This is an optimization exercise on Yosys and OpenROAD, whose aim is small area and a short achievable clock period, not a production implementation. The RTL was checked by simulation tests, not by an equivalence proof against the original design.

## flow/design.v (module list and top-level ports; edited modules follow where they fit)
// module my_iir_tran_core: 5305 lines
// module iir_fa: 4 lines
// module iir_ha: 4 lines
module my_iir_tran_core (
  input  logic               clk,
  input  logic               reset,
  input  logic               load,
  input  logic signed [15:0] in,
  input  logic signed [15:0] cina,
  input  logic signed [15:0] cinb,
  output logic signed [15:0] out,
  output logic signed [31:0] outa1w,
  output logic signed [31:0] outb1w,
  output logic signed [31:0] outc1w,
  output logic signed [31:0] del0w,
  output logic signed [31:0] del2w,
  output logic signed [31:0] del3w,
  output logic signed [15:0] coeff_b0w
);
  // ...
==> flow/run.sh <==
#!/bin/bash
# synth_recipe.tcl (not shown) runs the flow's synth.tcl, then flattens the netlist and writes it again
# the make line also repeats each setting of config.mk as NAME=value (left out here)
make -C /OpenROAD-flow-scripts/flow DESIGN_CONFIG=/design/flow/config.mk WORK_HOME=/design/flow/orfs CLKGATE_MAP_FILE= SYNTH_SCRIPT=/design/flow/synth_recipe.tcl finish
==> flow/config.mk <==
export PLATFORM = sky130hd
export DESIGN_NAME = my_iir_tran_core
export DESIGN_NICKNAME = my_iir_tran_core
export VERILOG_FILES = /design/flow/design.v
export SDC_FILE = /design/flow/constraint.sdc
export NUM_CORES = 4
export LEC_CHECK = 0
export ABC_AREA = 1
export CAP_MARGIN = 20
export CORE_MARGIN = 2
export CORE_UTILIZATION = 70
export SLEW_MARGIN = 20
export SYNTH_HIERARCHICAL = 1
export SYNTH_MINIMUM_KEEP_SIZE = 0
==> flow/constraint.sdc <==
create_clock -name core_clock -period 42.0 [get_ports {clk}]
set_input_delay 8.4000 -clock core_clock [delete_from_list [all_inputs] [get_ports {clk}]]
set_output_delay 8.4000 -clock core_clock [all_outputs]
set_load 0.01 [all_outputs]
==> results.toml, run 1 <==
[sta]
maxSlewViolCount = 0
finalSetupTns_ns = 0
relSlewSlack_pct = 22.0
worst_pin_slew_ns = 1.17
finalCriticalPeriod_ns = 33.30

[floorplan]
io_pins = 275
n_tap_cell = 969

[status]
status = "complete, no violations"

[placement]
placed_cell_area_mm2 = 0.0559
place.gp.congestion = 1.09

[synth]
netlist.area_leader.share_pct = 29.5
synth_area_mm2 = 0.0528
ys.flop_type = "dfrtp_1"
synth_top_cells_by_count = "928 x xor2_1, 829 x o22ai_1, 779 x fa_1"
synth_edf_count = 0
muxShareOfSynthArea_pct = 0

[finish]
inverters = 538
multiInputCombCellCount = 5124
design.seq.count = 162
clkbuf_count = 18

[grt]
use_met3_pct = 19.4
grt_start_max_net_pins = 65
grt_pass1_wl_mm = 297

[routing]
drt_pass1_iterations = 12
drc = 0
postRouteAntennaNets = 0

[setup_path]
reg2reg_from = "b0_q[3]"
worst_setup_path_end_kind = "output port"
startpoint_type = "primary input"
path_max_fanout = 48
path_class = "primary input to output port"

[clocking]
clkLatencyLatePin_ns = 0.54
==> run 2: changes to the inputs <==
--- a/flow/design.v
+++ b/flow/design.v
@@ -1967,232 +1967,16 @@
   wire ap2_y25 = ap2_p0[25] ^ ap2_G53;
   wire ap2_y26 = ap2_p0[26] ^ ap2_G40;
   wire ap2_y27 = ap2_p0[27] ^ ap2_G54;
   wire ap2_y28 = ap2_p0[28] ^ ap2_G34;
   wire ap2_y29 = ap2_p0[29] ^ ap2_G55;
   wire ap2_y30 = ap2_p0[30] ^ ap2_G41;
   wire ap2_y31 = ap2_p0[31] ^ ap2_G56;
   wire [31:0] p2 = {ap2_y31, ap2_y30, ap2_y29, ap2_y28, ap2_y27, ap2_y26, ap2_y25, ap2_y24, ap2_y23, ap2_y22, ap2_y21, ap2_y20, ap2_y19, ap2_y18, ap2_y17, ap2_y16, ap2_y15, ap2_y14, ap2_y13, ap2_y12, ap2_y11, ap2_y10, ap2_y9, ap2_y8, ap2_y7, ap2_y6, ap2_y5, ap2_y4, ap2_y3, ap2_y2, ap2_y1, ap2_p0[0]};
-  wire [32:0] at_g0, at_p0;
-  assign at_g0[0] = p1[0] & s2_q[0];
-  assign at_p0[0] = p1[0] ^ s2_q[0];
-  assign at_g0[1] = p1[1] & s2_q[1];
-  assign at_p0[1] = p1[1] ^ s2_q[1];
-  assign at_g0[2] = p1[2] & s2_q[2];
-  assign at_p0[2] = p1[2] ^ s2_q[2];
-  assign at_g0[3] = p1[3] & s2_q[3];
-  assign at_p0[3] = p1[3] ^ s2_q[3];
-  assign at_g0[4] = p1[4] & s2_q[4];
-  assign at_p0[4] = p1[4] ^ s2_q[4];
-  assign at_g0[5] = p1[5] & s2_q[5];
-  assign at_p0[5] = p1[5] ^ s2_q[5];
-  assign at_g0[6] = p1[6] & s2_q[6];
-  assign at_p0[6] = p1[6] ^ s2_q[6];
-  assign at_g0[7] = p1[7] & s2_q[7];
-  assign at_p0[7] = p1[7] ^ s2_q[7];
-  assign at_g0[8] = p1[8] & s2_q[8];
-  assign at_p0[8] = p1[8] ^ s2_q[8];
-  assign at_g0[9] = p1[9] & s2_q[9];
-  assign at_p0[9] = p1[9] ^ s2_q[9];
-  assign at_g0[10] = p1[10] & s2_q[10];
-  assign at_p0[10] = p1[10] ^ s2_q[10];
-  assign at_g0[11] = p1[11] & s2_q[11];
-  assign at_p0[11] = p1[11] ^ s2_q[11];
-  assign at_g0[12] = p1[12] & s2_q[12];
-  assign at_p0[12] = p1[12] ^ s2_q[12];
-  assign at_g0[13] = p1[13] & s2_q[13];
-  assign at_p0[13] = p1[13] ^ s2_q[13];
-  assign at_g0[14] = p1[14] & s2_q[14];
-  assign at_p0[14] = p1[14] ^ s2_q[14];
-  assign at_g0[15] = p1[15] & s2_q[15];
-  assign at_p0[15] = p1[15] ^ s2_q[15];
-  assign at_g0[16] = p1[16] & s2_q[16];
-  assign at_p0[16] = p1[16] ^ s2_q[16];
-  assign at_g0[17] = p1[17] & s2_q[17];
-  assign at_p0[17] = p1[17] ^ s2_q[17];
-  assign at_g0[18] = p1[18] & s2_q[18];
-  assign at_p0[18] = p1[18] ^ s2_q[18];
-  assign at_g0[19] = p1[19] & s2_q[19];
-  assign at_p0[19] = p1[19] ^ s2_q[19];
-  assign at_g0[20] = p1[20] & s2_q[20];
-  assign at_p0[20] = p1[20] ^ s2_q[20];
-  assign at_g0[21] = p1[21] & s2_q[21];
-  assign at_p0[21] = p1[21] ^ s2_q[21];
-  assign at_g0[22] = p1[22] & s2_q[22];
-  assign at_p0[22] = p1[22] ^ s2_q[22];
-  assign at_g0[23] = p1[23] & s2_q[23];
-  assign at_p0[23] = p1[23] ^ s2_q[23];
-  assign at_g0[24] = p1[24] & s2_q[24];
-  assign at_p0[24] = p1[24] ^ s2_q[24];
-  assign at_g0[25] = p1[25] & s2_q[25];
-  assign at_p0[25] = p1[25] ^ s2_q[25];
-  assign at_g0[26] = p1[26] & s2_q[26];
-  assign at_p0[26] = p1[26] ^ s2_q[26];
-  assign at_g0[27] = p1[27] & s2_q[27];
-  assign at_p0[27] = p1[27] ^ s2_q[27];
-  assign at_g0[28] = p1[28] & s2_q[28];
-  assign at_p0[28] = p1[28] ^ s2_q[28];
-  assign at_g0[29] = p1[29] & s2_q[29];
-  assign at_p0[29] = p1[29] ^ s2_q[29];
-  assign at_g0[30] = p1[30] & s2_q[30];
-  assign at_p0[30] = p1[30] ^ s2_q[30];
-  assign at_g0[31] = p1[31] & s2_q[31];
-  assign at_p0[31] = p1[31] ^ s2_q[31];
-  assign at_g0[32] = p1[31] & s2_q[31];
-  assign at_p0[32] = p1[31] ^ s2_q[31];
-  wire at_G0 = at_g0[1] | (at_p0[1] & at_g0[0]);
-  wire at_P0 = at_p0[1] & at_p0[0];
-  wire at_G1 = at_g0[3] | (at_p0[3] & at_g0[2]);
-  wire at_P1 = at_p0[3] & at_p0[2];
-  wire at_G2 = at_g0[5] | (at_p0[5] & at_g0[4]);
-  wire at_P2 = at_p0[5] & at_p0[4];
-  wire at_G3 = at_g0[7] | (at_p0[7] & at_g0[6]);
-  wire at_P3 = at_p0[7] & at_p0[6];
-  wire at_G4 = at_g0[9] | (at_p0[9] & at_g0[8]);
-  wire at_P4 = at_p0[9] & at_p0[8];
-  wire at_G5 = at_g0[11] | (at_p0[11] & at_g0[10]);
-  wire at_P5 = at_p0[11] & at_p0[10];
-  wire at_G6 = at_g0[13] | (at_p0[13] & at_g0[12]);
-  wire at_P6 = at_p0[13] & at_p0[12];
-  wire at_G7 = at_g0[15] | (at_p0[15] & at_g0[14]);
-  wire at_P7 = at_p0[15] & at_p0[14];
-  wire at_G8 = at_g0[17] | (at_p0[17] & at_g0[16]);
-  wire at_P8 = at_p0[17] & at_p0[16];
-  wire at_G9 = at_g0[19] | (at_p0[19] & at_g0[18]);
-  wire at_P9 = at_p0[19] & at_p0[18];
-  wire at_G10 = at_g0[21] | (at_p0[21] & at_g0[20]);
-  wire at_P10 = at_p0[21] & at_p0[20];
-  wire at_G11 = at_g0[23] | (at_p0[23] & at_g0[22]);
-  wire at_P11 = at_p0[23] & at_p0[22];
-  wire at_G12 = at_g0[25] | (at_p0[25] & at_g0[24]);
-  wire at_P12 = at_p0[25] & at_p0[24];
-  wire at_G13 = at_g0[27] | (at_p0[27] & at_g0[26]);
-  wire at_P13 = at_p0[27] & at_p0[26];
-  wire at_G14 = at_g0[29] | (at_p0[29] & at_g0[28]);
-  wire at_P14 = at_p0[29] & at_p0[28];
-  wire at_G15 = at_g0[31] | (at_p0[31] & at_g0[30]);
-  wire at_P15 = at_p0[31] & at_p0[30];
-  wire at_G16 = at_G1 | (at_P1 & at_G0);
-  wire at_P16 = at_P1 & at_P0;
-  wire at_G17 = at_G3 | (at_P3 & at_G2);
-  wire at_P17 = at_P3 & at_P2;
-  wire at_G18 = at_G5 | (at_P5 & at_G4);
-  wire at_P18 = at_P5 & at_P4;
-  wire at_G19 = at_G7 | (at_P7 & at_G6);
-  wire at_P19 = at_P7 & at_P6;
-  wire at_G20 = at_G9 | (at_P9 & at_G8);
-  wire at_P20 = at_P9 & at_P8;
-  wire at_G21 = at_G11 | (at_P11 & at_G10);
-  wire at_P21 = at_P11 & at_P10;
-  wire at_G22 = at_G13 | (at_P13 & at_G12);
-  wire at_P22 = at_P13 & at_P12;
-  wire at_G23 = at_G15 | (at_P15 & at_G14);
-  wire at_P23 = at_P15 & at_P14;
-  wire at_G24 = at_G17 | (at_P17 & at_G16);
-  wire at_P24 = at_P17 & at_P16;
-  wire at_G25 = at_G19 | (at_P19 & at_G18);
-  wire at_P25 = at_P19 & at_P18;
-  wire at_G26 = at_G21 | (at_P21 & at_G20);
-  wire at_P26 = at_P21 & at_P20;
-  wire at_G27 = at_G23 | (at_P23 & at_G22);
-  wire at_P27 = at_P23 & at_P22;
-  wire at_G28 = at_G25 | (at_P25 & at_G24);
-  wire at_P28 = at_P25 & at_P24;
-  wire at_G29 = at_G27 | (at_P27 & at_G26);
-  wire at_P29 = at_P27 & at_P26;
-  wire at_G30 = at_G29 | (at_P29 & at_G28);
-  wire at_P30 = at_P29 & at_P28;
-  wire at_G31 = at_G26 | (at_P26 & at_G28);
-  wire at_P31 = at_P26 & at_P28;
-  wire at_G32 = at_G18 | (at_P18 & at_G24);
-  wire at_P32 = at_P18 & at_P24;
-  wire at_G33 = at_G20 | (at_P20 & at_G28);
-  wire at_P33 = at_P20 & at_P28;
-  wire at_G34 = at_G22 | (at_P22 & at_G31);
-  wire at_P34 = at_P22 & at_P31;
-  wire at_G35 = at_G2 | (at_P2 & at_G16);
-  wire at_P35 = at_P2 & at_P16;
-  wire at_G36 = at_G4 | (at_P4 & at_G24);
-  wire at_P36 = at_P4 & at_P24;
-  wire at_G37 = at_G6 | (at_P6 & at_G32);
-  wire at_P37 = at_P6 & at_P32;
-  wire at_G38 = at_G8 | (at_P8 & at_G28);
-  wire at_P38 = at_P8 & at_P28;
-  wire at_G39 = at_G10 | (at_P10 & at_G33);
-  wire at_P39 = at_P10 & at_P33;
-  wire at_G40 = at_G12 | (at_P12 & at_G31);
-  wire at_P40 = at_P12 & at_P31;
-  wire at_G41 = at_G14 | (at_P14 & at_G34);
-  wire at_P41 = at_P14 & at_P34;
-  wire at_G42 = at_g0[2] | (at_p0[2] & at_G0);
-  wire at_P42 = at_p0[2] & at_P0;
-  wire at_G43 = at_g0[4] | (at_p0[4] & at_G16);
-  wire at_P43 = at_p0[4] & at_P16;
-  wire at_G44 = at_g0[6] | (at_p0[6] & at_G35);
-  wire at_P44 = at_p0[6] & at_P35;
-  wire at_G45 = at_g0[8] | (at_p0[8] & at_G24);
-  wire at_P45 = at_p0[8] & at_P24;
-  wire at_G46 = at_g0[10] | (at_p0[10] & at_G36);
-  wire at_P46 = at_p0[10] & at_P36;
-  wire at_G47 = at_g0[12] | (at_p0[12] & at_G32);
-  wire at_P47 = at_p0[12] & at_P32;
-  wire at_G48 = at_g0[14] | (at_p0[14] & at_G37);
-  wire at_P48 = at_p0[14] & at_P37;
-  wire at_G49 = at_g0[16] | (at_p0[16] & at_G28);
-  wire at_P49 = at_p0[16] & at_P28;
-  wire at_G50 = at_g0[18] | (at_p0[18] & at_G38);
-  wire at_P50 = at_p0[18] & at_P38;
-  wire at_G51 = at_g0[20] | (at_p0[20] & at_G33);
-  wire at_P51 = at_p0[20] & at_P33;
-  wire at_G52 = at_g0[22] | (at_p0[22] & at_G39);
-  wire at_P52 = at_p0[22] & at_P39;
-  wire at_G53 = at_g0[24] | (at_p0[24] & at_G31);
-  wire at_P53 = at_p0[24] & at_P31;
-  wire at_G54 = at_g0[26] | (at_p0[26] & at_G40);
-  wire at_P54 = at_p0[26] & at_P40;
-  wire at_G55 = at_g0[28] | (at_p0[28] & at_G34);
-  wire at_P55 = at_p0[28] & at_P34;
-  wire at_G56 = at_g0[30] | (at_p0[30] & at_G41);
-  wire at_P56 = at_p0[30] & at_P41;
-  wire at_G57 = at_g0[32] | (at_p0[32] & at_G30);
-  wire at_P57 = at_p0[32] & at_P30;
-  wire at_y1 = at_p0[1] ^ at_g0[0];
-  wire at_y2 = at_p0[2] ^ at_G0;
-  wire at_y3 = at_p0[3] ^ at_G42;
-  wire at_y4 = at_p0[4] ^ at_G16;
-  wire at_y5 = at_p0[5] ^ at_G43;
-  wire at_y6 = at_p0[6] ^ at_G35;
-  wire at_y7 = at_p0[7] ^ at_G44;
-  wire at_y8 = at_p0[8] ^ at_G24;
-  wire at_y9 = at_p0[9] ^ at_G45;
-  wire at_y10 = at_p0[10] ^ at_G36;
-  wire at_y11 = at_p0[11] ^ at_G46;
-  wire at_y12 = at_p0[12] ^ at_G32;
-  wire at_y13 = at_p0[13] ^ at_G47;
-  wire at_y14 = at_p0[14] ^ at_G37;
-  wire at_y15 = at_p0[15] ^ at_G48;
-  wire at_y16 = at_p0[16] ^ at_G28;
-  wire at_y17 = at_p0[17] ^ at_G49;
-  wire at_y18 = at_p0[18] ^ at_G38;
-  wire at_y19 = at_p0[19] ^ at_G50;
-  wire at_y20 = at_p0[20] ^ at_G33;
-  wire at_y21 = at_p0[21] ^ at_G51;
-  wire at_y22 = at_p0[22] ^ at_G39;
-  wire at_y23 = at_p0[23] ^ at_G52;
-  wire at_y24 = at_p0[24] ^ at_G31;
-  wire at_y25 = at_p0[25] ^ at_G53;
-  wire at_y26 = at_p0[26] ^ at_G40;
-  wire at_y27 = at_p0[27] ^ at_G54;
-  wire at_y28 = at_p0[28] ^ at_G34;
-  wire at_y29 = at_p0[29] ^ at_G55;
-  wire at_y30 = at_p0[30] ^ at_G41;
-  wire at_y31 = at_p0[31] ^ at_G56;
-  wire at_y32 = at_p0[32] ^ at_G30;
-  wire [32:0] tsum = {at_y32, at_y31, at_y30, at_y29, at_y28, at_y27, at_y26, at_y25, at_y24, at_y23, at_y22, at_y21, at_y20, at_y19, at_y18, at_y17, at_y16, at_y15, at_y14, at_y13, at_y12, at_y11, at_y10, at_y9, at_y8, at_y7, at_y6, at_y5, at_y4, at_y3, at_y2, at_y1, at_p0[0]};
   wire [2:0] r1_e0 = benc(a1_q[1], a1_q[0], 1'b0);
   wire [32:0] r1_p0;
   assign r1_p0[0] = ((r1_e0[0] & yacc[0]) | (r1_e0[1] & 1'b0)) ^ r1_e0[2];
   assign r1_p0[1] = ((r1_e0[0] & yacc[1]) | (r1_e0[1] & yacc[0])) ^ r1_e0[2];
   assign r1_p0[2] = ((r1_e0[0] & yacc[2]) | (r1_e0[1] & yacc[1])) ^ r1_e0[2];
   assign r1_p0[3] = ((r1_e0[0] & yacc[3]) | (r1_e0[1] & yacc[2])) ^ r1_e0[2];
   assign r1_p0[4] = ((r1_e0[0] & yacc[4]) | (r1_e0[1] & yacc[3])) ^ r1_e0[2];
   assign r1_p0[5] = ((r1_e0[0] & yacc[5]) | (r1_e0[1] & yacc[4])) ^ r1_e0[2];
@@ -4975,87 +4759,154 @@
   wire ad2_y26 = ad2_p0[26] ^ ad2_G73;
   wire ad2_y27 = ad2_p0[27] ^ ad2_G74;
   wire ad2_y28 = ad2_p0[28] ^ ad2_G75;
   wire ad2_y29 = ad2_p0[29] ^ ad2_G76;
   wire ad2_y30 = ad2_p0[30] ^ ad2_G77;
   wire ad2_y31 = ad2_p0[31] ^ ad2_G78;
   wire ad2_y32 = ad2_p0[32] ^ ad2_G79;
   wire [32:0] d2 = {ad2_y32, ad2_y31, ad2_y30, ad2_y29, ad2_y28, ad2_y27, ad2_y26, ad2_y25, ad2_y24, ad2_y23, ad2_y22, ad2_y21, ad2_y20, ad2_y19, ad2_y18, ad2_y17, ad2_y16, ad2_y15, ad2_y14, ad2_y13, ad2_y12, ad2_y11, ad2_y10, ad2_y9, ad2_y8, ad2_y7, ad2_y6, ad2_y5, ad2_y4, ad2_y3, ad2_y2, ad2_y1, ad2_y0};
+  wire tt_s0, tt_c0;
+  iir_fa u_tt_s0 (.a(p1[0]), .b(s2_q[0]), .c(~fb1[0]), .s(tt_s0), .co(tt_c0));
+  wire tt_s1, tt_c1;
+  iir_fa u_tt_s1 (.a(p1[1]), .b(s2_q[1]), .c(~fb1[1]), .s(tt_s1), .co(tt_c1));
+  wire tt_s2, tt_c2;
+  iir_fa u_tt_s2 (.a(p1[2]), .b(s2_q[2]), .c(~fb1[2]), .s(tt_s2), .co(tt_c2));
+  wire tt_s3, tt_c3;
+  iir_fa u_tt_s3 (.a(p1[3]), .b(s2_q[3]), .c(~fb1[3]), .s(tt_s3), .co(tt_c3));
+  wire tt_s4, tt_c4;
+  iir_fa u_tt_s4 (.a(p1[4]), .b(s2_q[4]), .c(~fb1[4]), .s(tt_s4), .co(tt_c4));
+  wire tt_s5, tt_c5;
+  iir_fa u_tt_s5 (.a(p1[5]), .b(s2_q[5]), .c(~fb1[5]), .s(tt_s5), .co(tt_c5));
+  wire tt_s6, tt_c6;
+  iir_fa u_tt_s6 (.a(p1[6]), .b(s2_q[6]), .c(~fb1[6]), .s(tt_s6), .co(tt_c6));
+  wire tt_s7, tt_c7;
+  iir_fa u_tt_s7 (.a(p1[7]), .b(s2_q[7]), .c(~fb1[7]), .s(tt_s7), .co(tt_c7));
+  wire tt_s8, tt_c8;
+  iir_fa u_tt_s8 (.a(p1[8]), .b(s2_q[8]), .c(~fb1[8]), .s(tt_s8), .co(tt_c8));
+  wire tt_s9, tt_c9;
+  iir_fa u_tt_s9 (.a(p1[9]), .b(s2_q[9]), .c(~fb1[9]), .s(tt_s9), .co(tt_c9));
+  wire tt_s10, tt_c10;
+  iir_fa u_tt_s10 (.a(p1[10]), .b(s2_q[10]), .c(~fb1[10]), .s(tt_s10), .co(tt_c10));
+  wire tt_s11, tt_c11;
+  iir_fa u_tt_s11 (.a(p1[11]), .b(s2_q[11]), .c(~fb1[11]), .s(tt_s11), .co(tt_c11));
+  wire tt_s12, tt_c12;
+  iir_fa u_tt_s12 (.a(p1[12]), .b(s2_q[12]), .c(~fb1[12]), .s(tt_s12), .co(tt_c12));
+  wire tt_s13, tt_c13;
+  iir_fa u_tt_s13 (.a(p1[13]), .b(s2_q[13]), .c(~fb1[13]), .s(tt_s13), .co(tt_c13));
+  wire tt_s14, tt_c14;
+  iir_fa u_tt_s14 (.a(p1[14]), .b(s2_q[14]), .c(~fb1[14]), .s(tt_s14), .co(tt_c14));
+  wire tt_s15, tt_c15;
+  iir_fa u_tt_s15 (.a(p1[15]), .b(s2_q[15]), .c(~fb1[15]), .s(tt_s15), .co(tt_c15));
+  wire tt_s16, tt_c16;
+  iir_fa u_tt_s16 (.a(p1[16]), .b(s2_q[16]), .c(~fb1[16]), .s(tt_s16), .co(tt_c16));
+  wire tt_s17, tt_c17;
+  iir_fa u_tt_s17 (.a(p1[17]), .b(s2_q[17]), .c(~fb1[17]), .s(tt_s17), .co(tt_c17));
+  wire tt_s18, tt_c18;
+  iir_fa u_tt_s18 (.a(p1[18]), .b(s2_q[18]), .c(~fb1[18]), .s(tt_s18), .co(tt_c18));
+  wire tt_s19, tt_c19;
+  iir_fa u_tt_s19 (.a(p1[19]), .b(s2_q[19]), .c(~fb1[19]), .s(tt_s19), .co(tt_c19));
+  wire tt_s20, tt_c20;
+  iir_fa u_tt_s20 (.a(p1[20]), .b(s2_q[20]), .c(~fb1[20]), .s(tt_s20), .co(tt_c20));
+  wire tt_s21, tt_c21;
+  iir_fa u_tt_s21 (.a(p1[21]), .b(s2_q[21]), .c(~fb1[21]), .s(tt_s21), .co(tt_c21));
+  wire tt_s22, tt_c22;
+  iir_fa u_tt_s22 (.a(p1[22]), .b(s2_q[22]), .c(~fb1[22]), .s(tt_s22), .co(tt_c22));
+  wire tt_s23, tt_c23;
+  iir_fa u_tt_s23 (.a(p1[23]), .b(s2_q[23]), .c(~fb1[23]), .s(tt_s23), .co(tt_c23));
+  wire tt_s24, tt_c24;
+  iir_fa u_tt_s24 (.a(p1[24]), .b(s2_q[24]), .c(~fb1[24]), .s(tt_s24), .co(tt_c24));
+  wire tt_s25, tt_c25;
+  iir_fa u_tt_s25 (.a(p1[25]), .b(s2_q[25]), .c(~fb1[25]), .s(tt_s25), .co(tt_c25));
+  wire tt_s26, tt_c26;
+  iir_fa u_tt_s26 (.a(p1[26]), .b(s2_q[26]), .c(~fb1[26]), .s(tt_s26), .co(tt_c26));
+  wire tt_s27, tt_c27;
+  iir_fa u_tt_s27 (.a(p1[27]), .b(s2_q[27]), .c(~fb1[27]), .s(tt_s27), .co(tt_c27));
+  wire tt_s28, tt_c28;
+  iir_fa u_tt_s28 (.a(p1[28]), .b(s2_q[28]), .c(~fb1[28]), .s(tt_s28), .co(tt_c28));
+  wire tt_s29, tt_c29;
+  iir_fa u_tt_s29 (.a(p1[29]), .b(s2_q[29]), .c(~fb1[29]), .s(tt_s29), .co(tt_c29));
+  wire tt_s30, tt_c30;
+  iir_fa u_tt_s30 (.a(p1[30]), .b(s2_q[30]), .c(~fb1[30]), .s(tt_s30), .co(tt_c30));
+  wire tt_s31, tt_c31;
+  iir_fa u_tt_s31 (.a(p1[31]), .b(s2_q[31]), .c(~fb1[31]), .s(tt_s31), .co(tt_c31));
+  wire tt_s32, tt_c32;
+  iir_fa u_tt_s32 (.a(p1[31]), .b(s2_q[31]), .c(~fb1[31]), .s(tt_s32), .co(tt_c32));
+  wire tt_s33, tt_c33;
+  iir_fa u_tt_s33 (.a(p1[31]), .b(s2_q[31]), .c(~fb1[31]), .s(tt_s33), .co(tt_c33));
   wire [33:0] at1_g0, at1_p0;
-  assign at1_g0[0] = tsum[0] & ~fb1[0];
-  assign at1_p0[0] = tsum[0] ^ ~fb1[0];
-  assign at1_g0[1] = tsum[1] & ~fb1[1];
-  assign at1_p0[1] = tsum[1] ^ ~fb1[1];
-  assign at1_g0[2] = tsum[2] & ~fb1[2];
-  assign at1_p0[2] = tsum[2] ^ ~fb1[2];
-  assign at1_g0[3] = tsum[3] & ~fb1[3];
-  assign at1_p0[3] = tsum[3] ^ ~fb1[3];
-  assign at1_g0[4] = tsum[4] & ~fb1[4];
-  assign at1_p0[4] = tsum[4] ^ ~fb1[4];
-  assign at1_g0[5] = tsum[5] & ~fb1[5];
-  assign at1_p0[5] = tsum[5] ^ ~fb1[5];
-  assign at1_g0[6] = tsum[6] & ~fb1[6];
-  assign at1_p0[6] = tsum[6] ^ ~fb1[6];
-  assign at1_g0[7] = tsum[7] & ~fb1[7];
-  assign at1_p0[7] = tsum[7] ^ ~fb1[7];
-  assign at1_g0[8] = tsum[8] & ~fb1[8];
-  assign at1_p0[8] = tsum[8] ^ ~fb1[8];
-  assign at1_g0[9] = tsum[9] & ~fb1[9];
-  assign at1_p0[9] = tsum[9] ^ ~fb1[9];
-  assign at1_g0[10] = tsum[10] & ~fb1[10];
-  assign at1_p0[10] = tsum[10] ^ ~fb1[10];
-  assign at1_g0[11] = tsum[11] & ~fb1[11];
-  assign at1_p0[11] = tsum[11] ^ ~fb1[11];
-  assign at1_g0[12] = tsum[12] & ~fb1[12];
-  assign at1_p0[12] = tsum[12] ^ ~fb1[12];
-  assign at1_g0[13] = tsum[13] & ~fb1[13];
-  assign at1_p0[13] = tsum[13] ^ ~fb1[13];
-  assign at1_g0[14] = tsum[14] & ~fb1[14];
-  assign at1_p0[14] = tsum[14] ^ ~fb1[14];
-  assign at1_g0[15] = tsum[15] & ~fb1[15];
-  assign at1_p0[15] = tsum[15] ^ ~fb1[15];
-  assign at1_g0[16] = tsum[16] & ~fb1[16];
-  assign at1_p0[16] = tsum[16] ^ ~fb1[16];
-  assign at1_g0[17] = tsum[17] & ~fb1[17];
-  assign at1_p0[17] = tsum[17] ^ ~fb1[17];
-  assign at1_g0[18] = tsum[18] & ~fb1[18];
-  assign at1_p0[18] = tsum[18] ^ ~fb1[18];
-  assign at1_g0[19] = tsum[19] & ~fb1[19];
-  assign at1_p0[19] = tsum[19] ^ ~fb1[19];
-  assign at1_g0[20] = tsum[20] & ~fb1[20];
-  assign at1_p0[20] = tsum[20] ^ ~fb1[20];
-  assign at1_g0[21] = tsum[21] & ~fb1[21];
-  assign at1_p0[21] = tsum[21] ^ ~fb1[21];
-  assign at1_g0[22] = tsum[22] & ~fb1[22];
-  assign at1_p0[22] = tsum[22] ^ ~fb1[22];
-  assign at1_g0[23] = tsum[23] & ~fb1[23];
-  assign at1_p0[23] = tsum[23] ^ ~fb1[23];
-  assign at1_g0[24] = tsum[24] & ~fb1[24];
-  assign at1_p0[24] = tsum[24] ^ ~fb1[24];
-  assign at1_g0[25] = tsum[25] & ~fb1[25];
-  assign at1_p0[25] = tsum[25] ^ ~fb1[25];
-  assign at1_g0[26] = tsum[26] & ~fb1[26];
-  assign at1_p0[26] = tsum[26] ^ ~fb1[26];
-  assign at1_g0[27] = tsum[27] & ~fb1[27];
-  assign at1_p0[27] = tsum[27] ^ ~fb1[27];
-  assign at1_g0[28] = tsum[28] & ~fb1[28];
-  assign at1_p0[28] = tsum[28] ^ ~fb1[28];
-  assign at1_g0[29] = tsum[29] & ~fb1[29];
-  assign at1_p0[29] = tsum[29] ^ ~fb1[29];
-  assign at1_g0[30] = tsum[30] & ~fb1[30];
-  assign at1_p0[30] = tsum[30] ^ ~fb1[30];
-  assign at1_g0[31] = tsum[31] & ~fb1[31];
-  assign at1_p0[31] = tsum[31] ^ ~fb1[31];
-  assign at1_g0[32] = tsum[32] & ~fb1[31];
-  assign at1_p0[32] = tsum[32] ^ ~fb1[31];
-  assign at1_g0[33] = tsum[32] & ~fb1[31];
-  assign at1_p0[33] = tsum[32] ^ ~fb1[31];
-  wire at1_gc = at1_g0[0] | (at1_p0[0] & 1'b1);
-  wire at1_G0 = at1_g0[1] | (at1_p0[1] & at1_gc);
+  assign at1_g0[0] = tt_s0 & 1'b1;
+  assign at1_p0[0] = tt_s0 ^ 1'b1;
+  assign at1_g0[1] = tt_s1 & tt_c0;
+  assign at1_p0[1] = tt_s1 ^ tt_c0;
+  assign at1_g0[2] = tt_s2 & tt_c1;
+  assign at1_p0[2] = tt_s2 ^ tt_c1;
+  assign at1_g0[3] = tt_s3 & tt_c2;
+  assign at1_p0[3] = tt_s3 ^ tt_c2;
+  assign at1_g0[4] = tt_s4 & tt_c3;
+  assign at1_p0[4] = tt_s4 ^ tt_c3;
+  assign at1_g0[5] = tt_s5 & tt_c4;
+  assign at1_p0[5] = tt_s5 ^ tt_c4;
+  assign at1_g0[6] = tt_s6 & tt_c5;
+  assign at1_p0[6] = tt_s6 ^ tt_c5;
+  assign at1_g0[7] = tt_s7 & tt_c6;
+  assign at1_p0[7] = tt_s7 ^ tt_c6;
+  assign at1_g0[8] = tt_s8 & tt_c7;
+  assign at1_p0[8] = tt_s8 ^ tt_c7;
+  assign at1_g0[9] = tt_s9 & tt_c8;
+  assign at1_p0[9] = tt_s9 ^ tt_c8;
+  assign at1_g0[10] = tt_s10 & tt_c9;
+  assign at1_p0[10] = tt_s10 ^ tt_c9;
+  assign at1_g0[11] = tt_s11 & tt_c10;
+  assign at1_p0[11] = tt_s11 ^ tt_c10;
+  assign at1_g0[12] = tt_s12 & tt_c11;
+  assign at1_p0[12] = tt_s12 ^ tt_c11;
+  assign at1_g0[13] = tt_s13 & tt_c12;
+  assign at1_p0[13] = tt_s13 ^ tt_c12;
+  assign at1_g0[14] = tt_s14 & tt_c13;
+  assign at1_p0[14] = tt_s14 ^ tt_c13;
+  assign at1_g0[15] = tt_s15 & tt_c14;
+  assign at1_p0[15] = tt_s15 ^ tt_c14;
+  assign at1_g0[16] = tt_s16 & tt_c15;
+  assign at1_p0[16] = tt_s16 ^ tt_c15;
+  assign at1_g0[17] = tt_s17 & tt_c16;
+  assign at1_p0[17] = tt_s17 ^ tt_c16;
+  assign at1_g0[18] = tt_s18 & tt_c17;
+  assign at1_p0[18] = tt_s18 ^ tt_c17;
+  assign at1_g0[19] = tt_s19 & tt_c18;
+  assign at1_p0[19] = tt_s19 ^ tt_c18;
+  assign at1_g0[20] = tt_s20 & tt_c19;
+  assign at1_p0[20] = tt_s20 ^ tt_c19;
+  assign at1_g0[21] = tt_s21 & tt_c20;
+  assign at1_p0[21] = tt_s21 ^ tt_c20;
+  assign at1_g0[22] = tt_s22 & tt_c21;
+  assign at1_p0[22] = tt_s22 ^ tt_c21;
+  assign at1_g0[23] = tt_s23 & tt_c22;
+  assign at1_p0[23] = tt_s23 ^ tt_c22;
+  assign at1_g0[24] = tt_s24 & tt_c23;
+  assign at1_p0[24] = tt_s24 ^ tt_c23;
+  assign at1_g0[25] = tt_s25 & tt_c24;
+  assign at1_p0[25] = tt_s25 ^ tt_c24;
+  assign at1_g0[26] = tt_s26 & tt_c25;
+  assign at1_p0[26] = tt_s26 ^ tt_c25;
+  assign at1_g0[27] = tt_s27 & tt_c26;
+  assign at1_p0[27] = tt_s27 ^ tt_c26;
+  assign at1_g0[28] = tt_s28 & tt_c27;
+  assign at1_p0[28] = tt_s28 ^ tt_c27;
+  assign at1_g0[29] = tt_s29 & tt_c28;
+  assign at1_p0[29] = tt_s29 ^ tt_c28;
+  assign at1_g0[30] = tt_s30 & tt_c29;
+  assign at1_p0[30] = tt_s30 ^ tt_c29;
+  assign at1_g0[31] = tt_s31 & tt_c30;
+  assign at1_p0[31] = tt_s31 ^ tt_c30;
+  assign at1_g0[32] = tt_s32 & tt_c31;
+  assign at1_p0[32] = tt_s32 ^ tt_c31;
+  assign at1_g0[33] = tt_s33 & tt_c32;
+  assign at1_p0[33] = tt_s33 ^ tt_c32;
+  wire at1_G0 = at1_g0[1] | (at1_p0[1] & at1_g0[0]);
   wire at1_P0 = at1_p0[1] & at1_p0[0];
   wire at1_G1 = at1_g0[3] | (at1_p0[3] & at1_g0[2]);
   wire at1_P1 = at1_p0[3] & at1_p0[2];
   wire at1_G2 = at1_g0[5] | (at1_p0[5] & at1_g0[4]);
   wire at1_P2 = at1_p0[5] & at1_p0[4];
   wire at1_G3 = at1_g0[7] | (at1_p0[7] & at1_g0[6]);
   wire at1_P3 = at1_p0[7] & at1_p0[6];
   wire at1_G4 = at1_g0[9] | (at1_p0[9] & at1_g0[8]);
@@ -5079,183 +4930,136 @@
   wire at1_G13 = at1_g0[27] | (at1_p0[27] & at1_g0[26]);
   wire at1_P13 = at1_p0[27] & at1_p0[26];
   wire at1_G14 = at1_g0[29] | (at1_p0[29] & at1_g0[28]);
   wire at1_P14 = at1_p0[29] & at1_p0[28];
   wire at1_G15 = at1_g0[31] | (at1_p0[31] & at1_g0[30]);
   wire at1_P15 = at1_p0[31] & at1_p0[30];
   wire at1_G16 = at1_g0[33] | (at1_p0[33] & at1_g0[32]);
   wire at1_P16 = at1_p0[33] & at1_p0[32];
-  wire at1_G17 = at1_g0[2] | (at1_p0[2] & at1_G0);
-  wire at1_P17 = at1_p0[2] & at1_P0;
-  wire at1_G18 = at1_G1 | (at1_P1 & at1_G0);
-  wire at1_P18 = at1_P1 & at1_P0;
-  wire at1_G19 = at1_g0[6] | (at1_p0[6] & at1_G2);
-  wire at1_P19 = at1_p0[6] & at1_P2;
-  wire at1_G20 = at1_G3 | (at1_P3 & at1_G2);
-  wire at1_P20 = at1_P3 & at1_P2;
-  wire at1_G21 = at1_g0[10] | (at1_p0[10] & at1_G4);
-  wire at1_P21 = at1_p0[10] & at1_P4;
-  wire at1_G22 = at1_G5 | (at1_P5 & at1_G4);
-  wire at1_P22 = at1_P5 & at1_P4;
-  wire at1_G23 = at1_g0[14] | (at1_p0[14] & at1_G6);
-  wire at1_P23 = at1_p0[14] & at1_P6;
-  wire at1_G24 = at1_G7 | (at1_P7 & at1_G6);
-  wire at1_P24 = at1_P7 & at1_P6;
-  wire at1_G25 = at1_g0[18] | (at1_p0[18] & at1_G8);
-  wire at1_P25 = at1_p0[18] & at1_P8;
-  wire at1_G26 = at1_G9 | (at1_P9 & at1_G8);
-  wire at1_P26 = at1_P9 & at1_P8;
-  wire at1_G27 = at1_g0[22] | (at1_p0[22] & at1_G10);
-  wire at1_P27 = at1_p0[22] & at1_P10;
-  wire at1_G28 = at1_G11 | (at1_P11 & at1_G10);
-  wire at1_P28 = at1_P11 & at1_P10;
-  wire at1_G29 = at1_g0[26] | (at1_p0[26] & at1_G12);
-  wire at1_P29 = at1_p0[26] & at1_P12;
-  wire at1_G30 = at1_G13 | (at1_P13 & at1_G12);
-  wire at1_P30 = at1_P13 & at1_P12;
-  wire at1_G31 = at1_g0[30] | (at1_p0[30] & at1_G14);
-  wire at1_P31 = at1_p0[30] & at1_P14;
-  wire at1_G32 = at1_G15 | (at1_P15 & at1_G14);
-  wire at1_P32 = at1_P15 & at1_P14;
-  wire at1_G33 = at1_g0[4] | (at1_p0[4] & at1_G18);
-  wire at1_P33 = at1_p0[4] & at1_P18;
-  wire at1_G34 = at1_G2 | (at1_P2 & at1_G18);
-  wire at1_P34 = at1_P2 & at1_P18;
-  wire at1_G35 = at1_G19 | (at1_P19 & at1_G18);
-  wire at1_P35 = at1_P19 & at1_P18;
-  wire at1_G36 = at1_G20 | (at1_P20 & at1_G18);
-  wire at1_P36 = at1_P20 & at1_P18;
-  wire at1_G37 = at1_g0[12] | (at1_p0[12] & at1_G22);
-  wire at1_P37 = at1_p0[12] & at1_P22;
-  wire at1_G38 = at1_G6 | (at1_P6 & at1_G22);
-  wire at1_P38 = at1_P6 & at1_P22;
-  wire at1_G39 = at1_G23 | (at1_P23 & at1_G22);
-  wire at1_P39 = at1_P23 & at1_P22;
-  wire at1_G40 = at1_G24 | (at1_P24 & at1_G22);
-  wire at1_P40 = at1_P24 & at1_P22;
-  wire at1_G41 = at1_g0[20] | (at1_p0[20] & at1_G26);
-  wire at1_P41 = at1_p0[20] & at1_P26;
-  wire at1_G42 = at1_G10 | (at1_P10 & at1_G26);
-  wire at1_P42 = at1_P10 & at1_P26;
-  wire at1_G43 = at1_G27 | (at1_P27 & at1_G26);
-  wire at1_P43 = at1_P27 & at1_P26;
-  wire at1_G44 = at1_G28 | (at1_P28 & at1_G26);
-  wire at1_P44 = at1_P28 & at1_P26;
-  wire at1_G45 = at1_g0[28] | (at1_p0[28] & at1_G30);
-  wire at1_P45 = at1_p0[28] & at1_P30;
-  wire at1_G46 = at1_G14 | (at1_P14 & at1_G30);
-  wire at1_P46 = at1_P14 & at1_P30;
-  wire at1_G47 = at1_G31 | (at1_P31 & at1_G30);
-  wire at1_P47 = at1_P31 & at1_P30;
-  wire at1_G48 = at1_G32 | (at1_P32 & at1_G30);
-  wire at1_P48 = at1_P32 & at1_P30;
-  wire at1_G49 = at1_g0[8] | (at1_p0[8] & at1_G36);
-  wire at1_P49 = at1_p0[8] & at1_P36;
-  wire at1_G50 = at1_G4 | (at1_P4 & at1_G36);
-  wire at1_P50 = at1_P4 & at1_P36;
-  wire at1_G51 = at1_G21 | (at1_P21 & at1_G36);
-  wire at1_P51 = at1_P21 & at1_P36;
-  wire at1_G52 = at1_G22 | (at1_P22 & at1_G36);
-  wire at1_P52 = at1_P22 & at1_P36;
-  wire at1_G53 = at1_G37 | (at1_P37 & at1_G36);
-  wire at1_P53 = at1_P37 & at1_P36;
-  wire at1_G54 = at1_G38 | (at1_P38 & at1_G36);
-  wire at1_P54 = at1_P38 & at1_P36;
-  wire at1_G55 = at1_G39 | (at1_P39 & at1_G36);
-  wire at1_P55 = at1_P39 & at1_P36;
-  wire at1_G56 = at1_G40 | (at1_P40 & at1_G36);
-  wire at1_P56 = at1_P40 & at1_P36;
-  wire at1_G57 = at1_g0[24] | (at1_p0[24] & at1_G44);
-  wire at1_P57 = at1_p0[24] & at1_P44;
-  wire at1_G58 = at1_G12 | (at1_P12 & at1_G44);
-  wire at1_P58 = at1_P12 & at1_P44;
-  wire at1_G59 = at1_G29 | (at1_P29 & at1_G44);
-  wire at1_P59 = at1_P29 & at1_P44;
-  wire at1_G60 = at1_G30 | (at1_P30 & at1_G44);
-  wire at1_P60 = at1_P30 & at1_P44;
-  wire at1_G61 = at1_G45 | (at1_P45 & at1_G44);
-  wire at1_P61 = at1_P45 & at1_P44;
-  wire at1_G62 = at1_G46 | (at1_P46 & at1_G44);
-  wire at1_P62 = at1_P46 & at1_P44;
-  wire at1_G63 = at1_G47 | (at1_P47 & at1_G44);
-  wire at1_P63 = at1_P47 & at1_P44;
-  wire at1_G64 = at1_G48 | (at1_P48 & at1_G44);
-  wire at1_P64 = at1_P48 & at1_P44;
-  wire at1_G65 = at1_g0[16] | (at1_p0[16] & at1_G56);
-  wire at1_P65 = at1_p0[16] & at1_P56;
-  wire at1_G66 = at1_G8 | (at1_P8 & at1_G56);
-  wire at1_P66 = at1_P8 & at1_P56;
-  wire at1_G67 = at1_G25 | (at1_P25 & at1_G56);
-  wire at1_P67 = at1_P25 & at1_P56;
-  wire at1_G68 = at1_G26 | (at1_P26 & at1_G56);
-  wire at1_P68 = at1_P26 & at1_P56;
-  wire at1_G69 = at1_G41 | (at1_P41 & at1_G56);
-  wire at1_P69 = at1_P41 & at1_P56;
-  wire at1_G70 = at1_G42 | (at1_P42 & at1_G56);
-  wire at1_P70 = at1_P42 & at1_P56;
-  wire at1_G71 = at1_G43 | (at1_P43 & at1_G56);
-  wire at1_P71 = at1_P43 & at1_P56;
-  wire at1_G72 = at1_G44 | (at1_P44 & at1_G56);
-  wire at1_P72 = at1_P44 & at1_P56;
-  wire at1_G73 = at1_G57 | (at1_P57 & at1_G56);
-  wire at1_P73 = at1_P57 & at1_P56;
-  wire at1_G74 = at1_G58 | (at1_P58 & at1_G56);
-  wire at1_P74 = at1_P58 & at1_P56;
-  wire at1_G75 = at1_G59 | (at1_P59 & at1_G56);
-  wire at1_P75 = at1_P59 & at1_P56;
-  wire at1_G76 = at1_G60 | (at1_P60 & at1_G56);
-  wire at1_P76 = at1_P60 & at1_P56;
-  wire at1_G77 = at1_G61 | (at1_P61 & at1_G56);
-  wire at1_P77 = at1_P61 & at1_P56;
-  wire at1_G78 = at1_G62 | (at1_P62 & at1_G56);
-  wire at1_P78 = at1_P62 & at1_P56;
-  wire at1_G79 = at1_G63 | (at1_P63 & at1_G56);
-  wire at1_P79 = at1_P63 & at1_P56;
-  wire at1_G80 = at1_G64 | (at1_P64 & at1_G56);
-  wire at1_P80 = at1_P64 & at1_P56;
-  wire at1_G81 = at1_g0[32] | (at1_p0[32] & at1_G80);
-  wire at1_P81 = at1_p0[32] & at1_P80;
-  wire at1_G82 = at1_G16 | (at1_P16 & at1_G80);
-  wire at1_P82 = at1_P16 & at1_P80;
-  wire at1_y0 = at1_p0[0] ^ 1'b1;
-  wire at1_y1 = at1_p0[1] ^ at1_gc;
+  wire at1_G17 = at1_G1 | (at1_P1 & at1_G0);
+  wire at1_P17 = at1_P1 & at1_P0;
+  wire at1_G18 = at1_G3 | (at1_P3 & at1_G2);
+  wire at1_P18 = at1_P3 & at1_P2;
+  wire at1_G19 = at1_G5 | (at1_P5 & at1_G4);
+  wire at1_P19 = at1_P5 & at1_P4;
+  wire at1_G20 = at1_G7 | (at1_P7 & at1_G6);
+  wire at1_P20 = at1_P7 & at1_P6;
+  wire at1_G21 = at1_G9 | (at1_P9 & at1_G8);
+  wire at1_P21 = at1_P9 & at1_P8;
+  wire at1_G22 = at1_G11 | (at1_P11 & at1_G10);
+  wire at1_P22 = at1_P11 & at1_P10;
+  wire at1_G23 = at1_G13 | (at1_P13 & at1_G12);
+  wire at1_P23 = at1_P13 & at1_P12;
+  wire at1_G24 = at1_G15 | (at1_P15 & at1_G14);
+  wire at1_P24 = at1_P15 & at1_P14;
+  wire at1_G25 = at1_G18 | (at1_P18 & at1_G17);
+  wire at1_P25 = at1_P18 & at1_P17;
+  wire at1_G26 = at1_G20 | (at1_P20 & at1_G19);
+  wire at1_P26 = at1_P20 & at1_P19;
+  wire at1_G27 = at1_G22 | (at1_P22 & at1_G21);
+  wire at1_P27 = at1_P22 & at1_P21;
+  wire at1_G28 = at1_G24 | (at1_P24 & at1_G23);
+  wire at1_P28 = at1_P24 & at1_P23;
+  wire at1_G29 = at1_G26 | (at1_P26 & at1_G25);
+  wire at1_P29 = at1_P26 & at1_P25;
+  wire at1_G30 = at1_G28 | (at1_P28 & at1_G27);
+  wire at1_P30 = at1_P28 & at1_P27;
+  wire at1_G31 = at1_G30 | (at1_P30 & at1_G29);
+  wire at1_P31 = at1_P30 & at1_P29;
+  wire at1_G32 = at1_G27 | (at1_P27 & at1_G29);
+  wire at1_P32 = at1_P27 & at1_P29;
+  wire at1_G33 = at1_G19 | (at1_P19 & at1_G25);
+  wire at1_P33 = at1_P19 & at1_P25;
+  wire at1_G34 = at1_G21 | (at1_P21 & at1_G29);
+  wire at1_P34 = at1_P21 & at1_P29;
+  wire at1_G35 = at1_G23 | (at1_P23 & at1_G32);
+  wire at1_P35 = at1_P23 & at1_P32;
+  wire at1_G36 = at1_G2 | (at1_P2 & at1_G17);
+  wire at1_P36 = at1_P2 & at1_P17;
+  wire at1_G37 = at1_G4 | (at1_P4 & at1_G25);
+  wire at1_P37 = at1_P4 & at1_P25;
+  wire at1_G38 = at1_G6 | (at1_P6 & at1_G33);
+  wire at1_P38 = at1_P6 & at1_P33;
+  wire at1_G39 = at1_G8 | (at1_P8 & at1_G29);
+  wire at1_P39 = at1_P8 & at1_P29;
+  wire at1_G40 = at1_G10 | (at1_P10 & at1_G34);
+  wire at1_P40 = at1_P10 & at1_P34;
+  wire at1_G41 = at1_G12 | (at1_P12 & at1_G32);
+  wire at1_P41 = at1_P12 & at1_P32;
+  wire at1_G42 = at1_G14 | (at1_P14 & at1_G35);
+  wire at1_P42 = at1_P14 & at1_P35;
+  wire at1_G43 = at1_G16 | (at1_P16 & at1_G31);
+  wire at1_P43 = at1_P16 & at1_P31;
+  wire at1_G44 = at1_g0[2] | (at1_p0[2] & at1_G0);
+  wire at1_P44 = at1_p0[2] & at1_P0;
+  wire at1_G45 = at1_g0[4] | (at1_p0[4] & at1_G17);
+  wire at1_P45 = at1_p0[4] & at1_P17;
+  wire at1_G46 = at1_g0[6] | (at1_p0[6] & at1_G36);
+  wire at1_P46 = at1_p0[6] & at1_P36;
+  wire at1_G47 = at1_g0[8] | (at1_p0[8] & at1_G25);
+  wire at1_P47 = at1_p0[8] & at1_P25;
+  wire at1_G48 = at1_g0[10] | (at1_p0[10] & at1_G37);
+  wire at1_P48 = at1_p0[10] & at1_P37;
+  wire at1_G49 = at1_g0[12] | (at1_p0[12] & at1_G33);
+  wire at1_P49 = at1_p0[12] & at1_P33;
+  wire at1_G50 = at1_g0[14] | (at1_p0[14] & at1_G38);
+  wire at1_P50 = at1_p0[14] & at1_P38;
+  wire at1_G51 = at1_g0[16] | (at1_p0[16] & at1_G29);
+  wire at1_P51 = at1_p0[16] & at1_P29;
+  wire at1_G52 = at1_g0[18] | (at1_p0[18] & at1_G39);
+  wire at1_P52 = at1_p0[18] & at1_P39;
+  wire at1_G53 = at1_g0[20] | (at1_p0[20] & at1_G34);
+  wire at1_P53 = at1_p0[20] & at1_P34;
+  wire at1_G54 = at1_g0[22] | (at1_p0[22] & at1_G40);
+  wire at1_P54 = at1_p0[22] & at1_P40;
+  wire at1_G55 = at1_g0[24] | (at1_p0[24] & at1_G32);
+  wire at1_P55 = at1_p0[24] & at1_P32;
+  wire at1_G56 = at1_g0[26] | (at1_p0[26] & at1_G41);
+  wire at1_P56 = at1_p0[26] & at1_P41;
+  wire at1_G57 = at1_g0[28] | (at1_p0[28] & at1_G35);
+  wire at1_P57 = at1_p0[28] & at1_P35;
+  wire at1_G58 = at1_g0[30] | (at1_p0[30] & at1_G42);
+  wire at1_P58 = at1_p0[30] & at1_P42;
+  wire at1_G59 = at1_g0[32] | (at1_p0[32] & at1_G31);
+  wire at1_P59 = at1_p0[32] & at1_P31;
+  wire at1_y1 = at1_p0[1] ^ at1_g0[0];
   wire at1_y2 = at1_p0[2] ^ at1_G0;
-  wire at1_y3 = at1_p0[3] ^ at1_G17;
-  wire at1_y4 = at1_p0[4] ^ at1_G18;
-  wire at1_y5 = at1_p0[5] ^ at1_G33;
-  wire at1_y6 = at1_p0[6] ^ at1_G34;
-  wire at1_y7 = at1_p0[7] ^ at1_G35;
-  wire at1_y8 = at1_p0[8] ^ at1_G36;
-  wire at1_y9 = at1_p0[9] ^ at1_G49;
-  wire at1_y10 = at1_p0[10] ^ at1_G50;
-  wire at1_y11 = at1_p0[11] ^ at1_G51;
-  wire at1_y12 = at1_p0[12] ^ at1_G52;
-  wire at1_y13 = at1_p0[13] ^ at1_G53;
-  wire at1_y14 = at1_p0[14] ^ at1_G54;
-  wire at1_y15 = at1_p0[15] ^ at1_G55;
-  wire at1_y16 = at1_p0[16] ^ at1_G56;
-  wire at1_y17 = at1_p0[17] ^ at1_G65;
-  wire at1_y18 = at1_p0[18] ^ at1_G66;
-  wire at1_y19 = at1_p0[19] ^ at1_G67;
-  wire at1_y20 = at1_p0[20] ^ at1_G68;
-  wire at1_y21 = at1_p0[21] ^ at1_G69;
-  wire at1_y22 = at1_p0[22] ^ at1_G70;
-  wire at1_y23 = at1_p0[23] ^ at1_G71;
-  wire at1_y24 = at1_p0[24] ^ at1_G72;
-  wire at1_y25 = at1_p0[25] ^ at1_G73;
-  wire at1_y26 = at1_p0[26] ^ at1_G74;
-  wire at1_y27 = at1_p0[27] ^ at1_G75;
-  wire at1_y28 = at1_p0[28] ^ at1_G76;
-  wire at1_y29 = at1_p0[29] ^ at1_G77;
-  wire at1_y30 = at1_p0[30] ^ at1_G78;
-  wire at1_y31 = at1_p0[31] ^ at1_G79;
-  wire at1_y32 = at1_p0[32] ^ at1_G80;
-  wire at1_y33 = at1_p0[33] ^ at1_G81;
-  wire [33:0] t1 = {at1_y33, at1_y32, at1_y31, at1_y30, at1_y29, at1_y28, at1_y27, at1_y26, at1_y25, at1_y24, at1_y23, at1_y22, at1_y21, at1_y20, at1_y19, at1_y18, at1_y17, at1_y16, at1_y15, at1_y14, at1_y13, at1_y12, at1_y11, at1_y10, at1_y9, at1_y8, at1_y7, at1_y6, at1_y5, at1_y4, at1_y3, at1_y2, at1_y1, at1_y0};
+  wire at1_y3 = at1_p0[3] ^ at1_G44;
+  wire at1_y4 = at1_p0[4] ^ at1_G17;
+  wire at1_y5 = at1_p0[5] ^ at1_G45;
+  wire at1_y6 = at1_p0[6] ^ at1_G36;
+  wire at1_y7 = at1_p0[7] ^ at1_G46;
+  wire at1_y8 = at1_p0[8] ^ at1_G25;
+  wire at1_y9 = at1_p0[9] ^ at1_G47;
+  wire at1_y10 = at1_p0[10] ^ at1_G37;
+  wire at1_y11 = at1_p0[11] ^ at1_G48;
+  wire at1_y12 = at1_p0[12] ^ at1_G33;
+  wire at1_y13 = at1_p0[13] ^ at1_G49;
+  wire at1_y14 = at1_p0[14] ^ at1_G38;
+  wire at1_y15 = at1_p0[15] ^ at1_G50;
+  wire at1_y16 = at1_p0[16] ^ at1_G29;
+  wire at1_y17 = at1_p0[17] ^ at1_G51;
+  wire at1_y18 = at1_p0[18] ^ at1_G39;
+  wire at1_y19 = at1_p0[19] ^ at1_G52;
+  wire at1_y20 = at1_p0[20] ^ at1_G34;
+  wire at1_y21 = at1_p0[21] ^ at1_G53;
+  wire at1_y22 = at1_p0[22] ^ at1_G40;
+  wire at1_y23 = at1_p0[23] ^ at1_G54;
+  wire at1_y24 = at1_p0[24] ^ at1_G32;
+  wire at1_y25 = at1_p0[25] ^ at1_G55;
+  wire at1_y26 = at1_p0[26] ^ at1_G41;
+  wire at1_y27 = at1_p0[27] ^ at1_G56;
+  wire at1_y28 = at1_p0[28] ^ at1_G35;
+  wire at1_y29 = at1_p0[29] ^ at1_G57;
+  wire at1_y30 = at1_p0[30] ^ at1_G42;
+  wire at1_y31 = at1_p0[31] ^ at1_G58;
+  wire at1_y32 = at1_p0[32] ^ at1_G31;
+  wire at1_y33 = at1_p0[33] ^ at1_G59;
+  wire [33:0] t1 = {at1_y33, at1_y32, at1_y31, at1_y30, at1_y29, at1_y28, at1_y27, at1_y26, at1_y25, at1_y24, at1_y23, at1_y22, at1_y21, at1_y20, at1_y19, at1_y18, at1_y17, at1_y16, at1_y15, at1_y14, at1_y13, at1_y12, at1_y11, at1_y10, at1_y9, at1_y8, at1_y7, at1_y6, at1_y5, at1_y4, at1_y3, at1_y2, at1_y1, at1_p0[0]};
   function automatic logic [31:0] sat33(input logic [32:0] v);
     if (v[32] != v[31]) sat33 = {v[32], {31{~v[32]}}};
     else sat33 = v[31:0];
   endfunction
   function automatic logic [31:0] sat34(input logic [33:0] v);
     if (v[33:31] == 3'b000 || v[33:31] == 3'b111) sat34 = v[31:0];
     else sat34 = {v[33], {31{~v[33]}}};
   endfunction
==> run 2 against run 1 <==
Non-clock buffer count is 6 higher. Register-to-register slack worse by 0.44 ns. Clock skew is 0.0030 ns lower. Die area is 0.98% lower. Critical path type unchanged.
==> results.toml, run 2 <==
[clocking]
cts_tree = "yes"
cts_sinks = 162
cts_hold_buf = 0
clockBufferDepth = 2
postCtsResizedCells = 0
clkLatencyLatePin_ns = 0.54
htreeDepth = 4
post_cts_buffers = 0
root_buffer = "clkbuf_16"
clkSlewWorstSetupHoldPaths_ns = 0.07
cts-buffers-inserted = 17

[synth]
seq_area_frac_synth_pct = 7.75
yosys.cell_count.top_type = "xor2_1"
ys.flop_type = "dfrtp_1"
synth_cells = 6163
yosys-top-cells-area = "fa_1 31%, xor2_1 15%, o22ai_1 10%, ha_1 9.9%, dfrtp_1 7.8%"
synthArstFlopShare_pct = 100
synth-seq-cells = 162
ys_warn_count = 7
synth_edf_count = 0
avgSynthCellArea_um2 = 8.49
ys_types = 52
synth_area_mm2 = 0.0523
netlist.area_leader.share_pct = 30.9
synth_top_area_cell = "fa_1"
synth_top_cells_by_count = "922 x xor2_1, 843 x o22ai_1, 816 x nand2_1"

[setup_path]
rr_worst_depth = 75
required_ns = 33.60
startpoint_type = "primary input"
crit_path_frequent_cell = "nand2_1"
path_max_fanout = 49
reg2reg_from = "b0_q[1]"
worst_setup_path_end_kind = "output port"
worst-r2r-setup-slack_ns = 24.27
path_class = "primary input to output port"
crit_slowest_cell = "nand3_1"
r2r-end = "s1_q[30]"
crit_path_max_incr_delay_ns = 0.62
worstPathArrival_ns = 24.86

[floorplan]
fp.dieW_um = 277
rows = 100
core_mm2 = 0.0742
start_util_pct = 70.5
die_area_mm2 = 0.0769
die_y_um = 277
io_pins = 275

[routing]
drt_iter0_drc = 7080
routedWlPerCell_um = 26.9
vias_per_cell = 6.93
postRouteAntennaNets = 0
num_vias = 49200
drt_pass1_iterations = 9
drt_wl_total_mm = 191
drc = 0

[sta]
setup_ws_ns = 8.74
finalSetupTns_ns = 0
finalCriticalPeriod_ns = 33.26
worst_pin_slew_ns = 1.05
final_hold_viol_count = 0
clock.fmax_mhz = 30.1
finalSetupViolCount = 0
clock-skew-final_ns = 0.0245
maxSlewViolCount = 0
period_share_pct = 79.2
relSlewSlack_pct = 29.8
rsz0062_at_grt = "no"

[placement]
hpwl_mm = 139
port_buffers = 274
pre_cts_ws_ns = 9.20
place.gp.congestion = 1.06

[grt]
grt_pass1_vias = 49300
grt_remaining_overflow = 0
grtUsageTotal_pct = 49.9
grt_start_max_net_pins = 94
grt_pass1_wl_mm = 292
antenna_found_initial = 10

[run]
cap_violations = 0

[worst_hold_path]
hold_path_end = "out_q[15]"
min-delay-start = "out_q[15]"
min_path_type = "flip-flop to flip-flop"
whs_path_depth = 2

[finish]
fillers = 5633
nets = 7381
final_layout_size_suffix_gt1_share_pct = 5.21
areaGrowthSynthToFinish_pct = 7.13
top_regs = "s1_q (32), s2_q (32)"
final_common_cell = "xor2_1"
final_cell_mix = "922 x xor2_1, 843 x o22ai_1, 812 x nand2_1"

[status]
status = "complete, no violations"
-- run 2: cell count changes after synthesis, moves of 12 or more --
cell,delta
inv_1,-49
nor2_1,-103
nand2_1,+38
nand2_4,+12
a21oi_1,+30
buf_1,-20
xnor2_1,-24
o21ai_0,-69
nand3_1,+33
fa_1,+29
clkbuf_1,+24
ha_1,-32
o22ai_1,+14
-- run 2: metal layers --
layer	global-route usage, %	vias to the layer above	routed length (µm)
li1	-	20500	-
met1	59.5	23600	64900
met2	75.6	4049	83000
met3	16.4	1097	25400
met4	36.4	16	17500
met5	3.31	-	324
-- run 2: modules after synthesis, one instance, submodules excluded --
module            times used  area [µm²]
iir_ha                   140        12.5
iir_fa                   742        20.0
my_iir_tran_core           1       35700
-- run 2: final cells by class --
cell class / instances / area [µm²] / share of cell area (%)
Multi-Input combinational cell: 5015 / 44500 / 79.4
Sequential cell: 162 / 4070 / 7.27
Timing Repair Buffer: 424 / 3870 / 6.90
Inverter: 488 / 1830 / 3.27
Tap cell: 969 / 1210 / 2.16
Clock buffer: 19 / 433 / 0.773
Clock inverter: 13 / 121 / 0.217
Antenna cell: 8 / 20.0 / 0.0357
-- run 2: how the worst max path moves through the flow --
stage | cells past startpoint | startpoint | to
finish | 72 | in[13] | outc1w[28]
global route | 70 | in[15] | outc1w[21]
CTS | 73 | in[14] | outc1w[26]
detailed placement | 73 | in[14] | outc1w[26]
global placement | 69 | in[14] | outc1w[26]
floorplan | 40 | in[2] | outa1w[31]
-- run 2: cell families (layout without fill, tap and decap cells) --
| group | Yosys count | in the layout | share of synthesized area (%) |
|---|---|---|---|
| XOR/XNOR | 998 | 998 | 16.7 |
| flip-flops | 162 | 162 | 7.75 |
| adder cells (fa/ha/maj) | 1222 | 1222 | 40.8 |
| buffers and inverters | 1027 | 944 | 7.80 |
| AND/OR/NAND/NOR | 1253 | 1253 | 9.89 |
| AO/OA/AOI/OAI | 1500 | 1500 | 17.0 |
| other | 1 | 50 | 0.00717 |
-- run 2: critical path: cells and delay by family --
family                   cells  cell delay, ns
adder cells (fa/ha/maj)     13            5.46
AND/OR/NAND/NOR             31            4.81
AO/OA/AOI/OAI               17            3.30
buffers and inverters       10            2.65
XOR/XNOR                     1            0.19
-- run 2: metrics by stage --
stage	area [µm²]	cells	util (%)	hold WS, ns
6_report	56000	7098	75.5	0.501
5_1_grt	56000	7092	75.5	0.551
4_1_cts	56000	7090	75.5	0.502
3_5_place_dp	55400	7058	74.7	0.485
3_3_place_gp	55400	7058	74.7	0.470
2_1_floorplan	52500	6204	-	0.475
==> run 3: changes to the inputs <==
==> flow/flow/run.sh (new file) <==
#!/bin/bash
# The standard layout (standard.sh, all steps), with one change: the
# input and output ports are buffered with sky130_fd_sc_hd__buf_2 cells
# instead of the buffer that buffer_ports picks by default (the
# clkdlybuf4s50_1 delay buffer, twice the area and slower). Every port still
# gets its own buffer. The whole output of the standard flow is kept in
# standard.log; ORFS's per-step logs are under orfs/logs/.
set -euo pipefail
export BUFFER_PORTS_ARGS="-buffer_cell sky130_fd_sc_hd__buf_2"
bash ./standard.sh finish > standard.log 2>&1
==> flow/standard.sh (new file) <==
#!/bin/bash
# synth_recipe.tcl (not shown) runs the flow's synth.tcl, then flattens the netlist and writes it again
# the make line also repeats each setting of config.mk as NAME=value (left out here)
make -C /OpenROAD-flow-scripts/flow DESIGN_CONFIG=/design/flow/config.mk WORK_HOME=/design/flow/orfs CLKGATE_MAP_FILE= SYNTH_SCRIPT=/design/flow/synth_recipe.tcl "${@:-finish}"
removed: flow/run.sh
==> run 3 against run 2 <==
Still clean. Via count is 0.39% lower. Synthesized cell count is the same. Critical path depth down 5. Global-route usage is essentially flat. Clock skew fell by 0.00097 ns. Die area unchanged. Area after synthesis unchanged. Highest routed layer unchanged.
==> results.toml, run 3 <==
[synth]
seq_area_frac_synth_pct = 7.75
ys_types = 52
yosys.cell_count.top_type = "xor2_1"
synth_area_mm2 = 0.0523
synth_cells = 6163
ys_warn_count = 7
netlist.area_leader.share_pct = 30.9
ys.flop_type = "dfrtp_1"
synth-seq-cells = 162
avgSynthCellArea_um2 = 8.49
synth_top_cells_by_count = "922 x xor2_1, 843 x o22ai_1, 816 x nand2_1"
synthArstFlopShare_pct = 100
synth_edf_count = 0
synth_top_area_cell = "fa_1"
yosys-top-cells-area = "fa_1 31%, xor2_1 15%, o22ai_1 10%, ha_1 9.9%, dfrtp_1 7.8%"

[clocking]
root_buffer = "clkbuf_16"
cts-buffers-inserted = 17
cts_hold_buf = 0
cts_sinks = 162
clkLatencyLatePin_ns = 0.53
cts_tree = "yes"
clockBufferDepth = 2
postCtsResizedCells = 0
htreeDepth = 4
post_cts_buffers = 0
clkSlewWorstSetupHoldPaths_ns = 0.07

[sta]
final_hold_viol_count = 0
relSlewSlack_pct = 23.8
finalSetupViolCount = 0
finalSetupTns_ns = 0
period_share_pct = 79.1
clock-skew-final_ns = 0.0236
finalCriticalPeriod_ns = 33.23
rsz0062_at_grt = "no"
clock.fmax_mhz = 30.1
worst_pin_slew_ns = 1.13
maxSlewViolCount = 0

[setup_path]
worstPathArrival_ns = 24.83
startpoint_type = "primary input"
path_max_fanout = 49
rr_worst_depth = 74
crit_path_max_incr_delay_ns = 0.87
crit_slowest_cell = "o21ai_0"
worst_setup_path_end_kind = "output port"
required_ns = 33.60
crit_path_frequent_cell = "nand2_1"
path_class = "primary input to output port"

[floorplan]
start_util_pct = 70.5
rows = 100
io_pins = 275
die_y_um = 277
die_area_mm2 = 0.0769
fp.dieW_um = 277
core_mm2 = 0.0742

[placement]
dp.cells = 7058
place.gp.congestion = 1.06
hpwl_mm = 140
port_buffers = 274
placed_cell_area_mm2 = 0.0541

[routing]
drc = 0
drt_pass1_iterations = 7
routedWlPerCell_um = 27.1
vias_per_cell = 6.91
num_vias = 49000
drt_wl_total_mm = 192
drt_iter0_drc = 6462
postRouteAntennaNets = 0

[finish]
areaGrowthSynthToFinish_pct = 4.53
final_cell_mix = "922 x xor2_1, 843 x o22ai_1, 814 x nand2_1"
stdcell_area_mm2 = 0.0547
top_regs = "s1_q (32), s2_q (32)"
final_cells = 7091
final_core_util_pct = 73.7
nets = 7381
final_layout_size_suffix_gt1_share_pct = 9.69
final_common_cell = "xor2_1"

[grt]
grt_pass1_wl_mm = 291
grt_remaining_overflow = 0
grt_pass1_vias = 48700
antenna_found_initial = 5
grt_start_max_net_pins = 65
grtUsageTotal_pct = 49.9

[run]
cap_violations = 0

[worst_hold_path]
whs_path_depth = 2
min_path_type = "flip-flop to flip-flop"

[status]
status = "complete, no violations"
==> run 3: cell counts after synthesis <==
No cell type changed its count.
==> run 3: cell type report <==
class	count	area (µm²)
clock inverters	13	124
inverters	488	1830
clock buffers	18	439
diodes	2	5.00
multi-input cells	5015	44500
fillers	5738	19500
repair buffers	424	2510
well taps	969	1210
flip-flops and latches	162	4070
==> run 3: path summary, 6_finish.rpt <==
kind	startpoint	endpoint	slack [ns]
setup / recovery	in[13]	outb1w[27]	8.77
hold / removal	out_q[15]	out_q[15]	0.51
setup reg to reg	b0_q[1]	s1_q[22]	23.41
hold reg to reg	out_q[15]	out_q[15]	0.51
max in group asynchronous	reset	b0_q[2]	32.11
min in group asynchronous	reset	s2_q[31]	7.86
==> run 3: cells by family (layout without fill, tap and decap cells) <==
logic type / count (synthesis) / count (layout) / share of synthesized area [%]
adders and majority gates: 1222 / 1222 / 40.8
other: 1 / 44 / 0.00717
buffers and inverters: 1027 / 943 / 7.80
and+or+nand+nor: 1253 / 1253 / 9.89
xor gates and xnor gates: 998 / 998 / 16.7
DFF: 162 / 162 / 7.75
AOI/OAI and AO/OA: 1500 / 1500 / 17.0
==> run 3: through the flow <==
step	hold slack, ns	worst slack, ns
detailed placement	0.479	9.43
CTS	0.497	9.42
global route	0.556	7.99
global placement	0.463	9.47
floorplan	0.475	11.44
finish	0.505	8.77
==> run 3: critical path: cells and delay by family <==
family,cells,cell delay (ns)
compound gates,17,4.85
xor+xnor,1,0.20
fa+ha+maj,13,5.40
buf+inv,8,1.65
simple gates,28,4.21
==> run 3: Yosys stat by module, one instance, submodules excluded <==
module | flip-flops and latches | cells inside
my_iir_tran_core | 162 | 5281
iir_fa | 0 | 1
iir_ha | 0 | 1
==> run 3: metal layers <==
layer / GRT usage (%) / up-vias / wire [µm]
met5: 0 / - / 25
met4: 34.3 / 4 / 16700
met3: 15.3 / 1000 / 25600
met2: 76.2 / 4004 / 84000
met1: 60.8 / 23500 / 65800
li1: - / 20500 / -

-- what the ideal ports hide --
The flow's constraints put no driver on any port. The routed layouts listed below were extracted and timed again, unchanged, in two steps. Step 1 (the two cells are an assumption about what drives the block):
set clk [get_ports {clk}]
set_driving_cell -lib_cell sky130_fd_sc_hd__clkbuf_16 $clk
set_driving_cell -lib_cell sky130_fd_sc_hd__buf_2 [delete_from_list [all_inputs] $clk]
Step 2 moves the port delays by t, midway between the first and last clock arrival at a register: inputs arrive t later, outputs are due t later. That takes back most of the time a late clock gives input paths. Three values: ideal, step 1, step 2; two values: the first two.
run | shift t [ns] | slack for setup (ns) | clock arrival spread, ns
run 1 | 0.597 | 8.699 / 8.674 / 8.674 | 0.028 / 0.027
run 2 | 0.602 | 8.739 / 8.708 / 8.708 | 0.026 / 0.026
run 3 | 0.583 | 8.775 / 8.752 / 8.752 | 0.023 / 0.023
After both steps every run listed still meets setup and hold. For run 2, which loses most, drivers alone change the setup slack by -0.031 ns; drivers and shift together by -0.031 ns.
